From an optimization exercise on the open Yosys and OpenROAD flow, aimed at small area and a short achievable clock period; shortcuts taken in it are not production practice.
The RTL was checked by simulation tests, not by an equivalence proof against the original design.
No activity file was given, so power comes from the tool's default toggle rates.

==> flow/design.v (excerpt) <==
module mipsDatapath (
   input  logic        Clock,
   input  logic        rstN,
   input  logic        pcWriteCond,    
   input  logic        pcWrite,
   input  logic        iOrD,           
   input  logic        irWrite,
   input  logic        memToReg,
   input  logic        loadByte,
   input  logic        regWrite,
   input  logic        regDst,         
   input  logic        aluSrcA,        
   input  logic [1:0]  aluOp,          
   input  logic [1:0]  aluSrcB,        
   input  logic [1:0]  pcSource,       
   input  logic [31:0] memData,
   output logic [31:0] address,
   output logic [31:0] writeData,
   output logic [5:0]  opcode,         
   output logic        overflow        
);
For scale: roughly 4100 cells after synthesis, roughly 120 I/O pins, about 55000 um^2 of cells after synthesis.
export LEC_CHECK = 0
export CAP_MARGIN = 20
export CORE_MARGIN = 5
export CORE_UTILIZATION = 35
export CTS_BUF_LIST = sky130_fd_sc_hd__clkbuf_16
export CTS_CLUSTER_DIAMETER = 120
export CTS_CLUSTER_SIZE = 24
export PLACE_DENSITY = 0.5
export SETUP_SLACK_MARGIN = 2.1
export SLEW_MARGIN = 20
export SYNTH_HIERARCHICAL = 1
create_clock -name core_clock -period 5.0 [get_ports {Clock}]
standard.sh (not shown) runs the stock make flow with config.mk's settings and CLKGATE_MAP_FILE= SYNTH_SCRIPT=/design/flow/synth_recipe.tcl, a recipe that flattens the netlist after the stock synthesis.
==> flow/flow/run.sh <==
#!/bin/bash
# The standard layout (the standard.sh: standard synthesis, floorplan,
# placement, CTS, routing), with two changes:
#  - ports are buffered with buf_4 cells instead of the slow delay buffers
#    buffer_ports picks by default;
#  - the floorplan's timing repair, which runs before placement with ideal
#    clocks, uses no setup margin; the later repairs use config.mk's margin.
# make's full output goes to standard*.log; each ORFS step keeps its own log
# under orfs/logs/.
set -euo pipefail
PORTS="BUFFER_PORTS_ARGS=-buffer_cell sky130_fd_sc_hd__buf_4"
bash standard.sh "$PORTS" SETUP_SLACK_MARGIN=0 floorplan > standard_floorplan.log 2>&1
bash standard.sh "$PORTS" finish > standard.log 2>&1
The starting point passed the timing, design-rule and antenna checks.
Rerun with:
==> flow/flow/run.sh (replaced) <==
#!/bin/bash
# The standard layout (the standard.sh: standard synthesis, floorplan,
# placement, CTS, routing), with one change: ports are buffered with buf_4
# cells instead of the slow delay buffers buffer_ports picks by default.
# make's full output goes to standard.log; each ORFS step keeps its own log
# under orfs/logs/.
set -euo pipefail
bash standard.sh "BUFFER_PORTS_ARGS=-buffer_cell sky130_fd_sc_hd__buf_4" finish > standard.log 2>&1
Settings changed: SETUP_SLACK_MARGIN 2.1 to 2.0.
Outcome:
- fmax goes down by 3.1%
- core utilization goes down by 0.65 points
- synthesized area stays the same
- global-route usage rose by 0.11 points
- combinational power shrinks by 3.1%
- power came out lower by about 0.5%
- non-clock buffer count shrinks by 86


mipsDatapath again, from the RTL that the note above started with.
Settings: LEC_CHECK=0, CAP_MARGIN=20, CORE_MARGIN=5, CORE_UTILIZATION=35, CTS_BUF_LIST=sky130_fd_sc_hd__clkbuf_16, CTS_CLUSTER_DIAMETER=120, CTS_CLUSTER_SIZE=24, PLACE_DENSITY=0.5, SETUP_SLACK_MARGIN=2.0, SLEW_MARGIN=20, SYNTH_HIERARCHICAL=1; clock period 5.0 ns.
==> flow/flow/run.sh <==
#!/bin/bash
# The standard layout (the standard.sh: standard synthesis, floorplan,
# placement, CTS, routing), with two changes:
#  - ports are buffered with buf_4 cells instead of the slow delay buffers
#    buffer_ports picks by default;
#  - the floorplan's timing repair, which runs before placement with ideal
#    clocks, uses no setup margin; the later repairs use config.mk's margin.
# make's full output goes to standard*.log; each ORFS step keeps its own log
# under orfs/logs/.
set -euo pipefail
PORTS="BUFFER_PORTS_ARGS=-buffer_cell sky130_fd_sc_hd__buf_4"
bash standard.sh "$PORTS" SETUP_SLACK_MARGIN=0 floorplan > standard_floorplan.log 2>&1
bash standard.sh "$PORTS" finish > standard.log 2>&1
The starting point passed the timing, design-rule and antenna checks.
Change:
==> flow/flow/run.sh (replaced) <==
#!/bin/bash
# The standard layout (the standard.sh: standard synthesis, floorplan,
# placement, CTS, routing), with one change: ports are buffered with buf_4
# cells instead of the slow delay buffers buffer_ports picks by default.
# make's full output goes to standard.log; each ORFS step keeps its own log
# under orfs/logs/.
set -euo pipefail
bash standard.sh "BUFFER_PORTS_ARGS=-buffer_cell sky130_fd_sc_hd__buf_4" finish > standard.log 2>&1
CTS_BUF_LIST = sky130_fd_sc_hd__clkbuf_8   (was sky130_fd_sc_hd__clkbuf_16)
CTS_CLUSTER_DIAMETER = not set   (was 120)
CTS_CLUSTER_SIZE = not set   (was 24)
Outcome:
- power is higher by 12%
- design area is higher by about 2.3%
- sequential share of layout area is lower by 1.2 points
- clock power is higher by about 60%
- wire length is higher by about 2.3%
- count of clock-buffer cells in the layout is higher by 175
- global-route usage is higher by 0.76 points
- non-clock buffer count is lower by 59
Change:
==> flow/flow/run.sh (replaced) <==
#!/bin/bash
# The standard layout (the standard.sh: standard synthesis, floorplan,
# placement, CTS, routing), with two changes:
#  - ports are buffered with buf_4 cells instead of the slow delay buffers
#    buffer_ports picks by default;
#  - the floorplan's timing repair, which runs before placement with ideal
#    clocks, uses no setup margin; the later repairs use config.mk's margin.
# make's full output goes to standard*.log; each ORFS step keeps its own log
# under orfs/logs/.
set -euo pipefail
PORTS="BUFFER_PORTS_ARGS=-buffer_cell sky130_fd_sc_hd__buf_4"
bash standard.sh "$PORTS" SETUP_SLACK_MARGIN=0 floorplan > standard_floorplan.log 2>&1
bash standard.sh "$PORTS" finish > standard.log 2>&1
CTS_BUF_LIST = sky130_fd_sc_hd__clkbuf_16   (was sky130_fd_sc_hd__clkbuf_8)
CTS_CLUSTER_DIAMETER = 120   (was not set)
CTS_CLUSTER_SIZE = 24   (was not set)
SETUP_SLACK_MARGIN = 2.2   (was 2.0)
After rerunning: The changed run went through all stages and came out clean. Sequential share of layout area grows by 0.49 points. Routed wire length fell by 1.4%. Setup slack improved by 130 ps. Combinational power came out higher by 5.8%. Global-route usage came out lower by 0.46 points. Non-clock buffer count grows by 114.

## what the ideal ports hide
No port has a modelled driver above. Below, the same layouts with a new extraction and two added sets of constraints. Step 1 sets driving cells, clkbuf_16 on the clock port and buf_2 on the other inputs (assumed; they add their load-dependent delay and slew). Step 2 adds t to the input delays and takes it off the output delays; t is the mean of the earliest and latest rising clock arrival at the registers after step 1. Input paths then give back, and output paths get back, about the clock's delay inside the block. a / b / c = ideal ports / drivers / drivers and shift; a / b = the first two.
run	t, ns	setup slack, ns	worst register clock-pin slew, ns	worst slew at a driven data input, ns
the first run of note 1	0.802	2.050 / 2.050 / 1.296	0.11 / 0.11	0.07
the second run of note 1	0.800	1.954 / 1.954 / 1.234	0.11 / 0.11	0.07
the first run of note 2	0.802	1.962 / 1.962 / 1.293	0.11 / 0.11	0.07
the second run of note 2	1.006	1.930 / 1.930 / 1.046	0.07 / 0.07	0.07
the third run of note 2	0.803	2.056 / 2.071 / 1.289	0.11 / 0.11	0.19
After both steps every run listed still meets setup and hold. For the second run of note 2, which loses most, drivers alone change the setup slack by 0.000 ns; drivers and shift together by -0.884 ns.
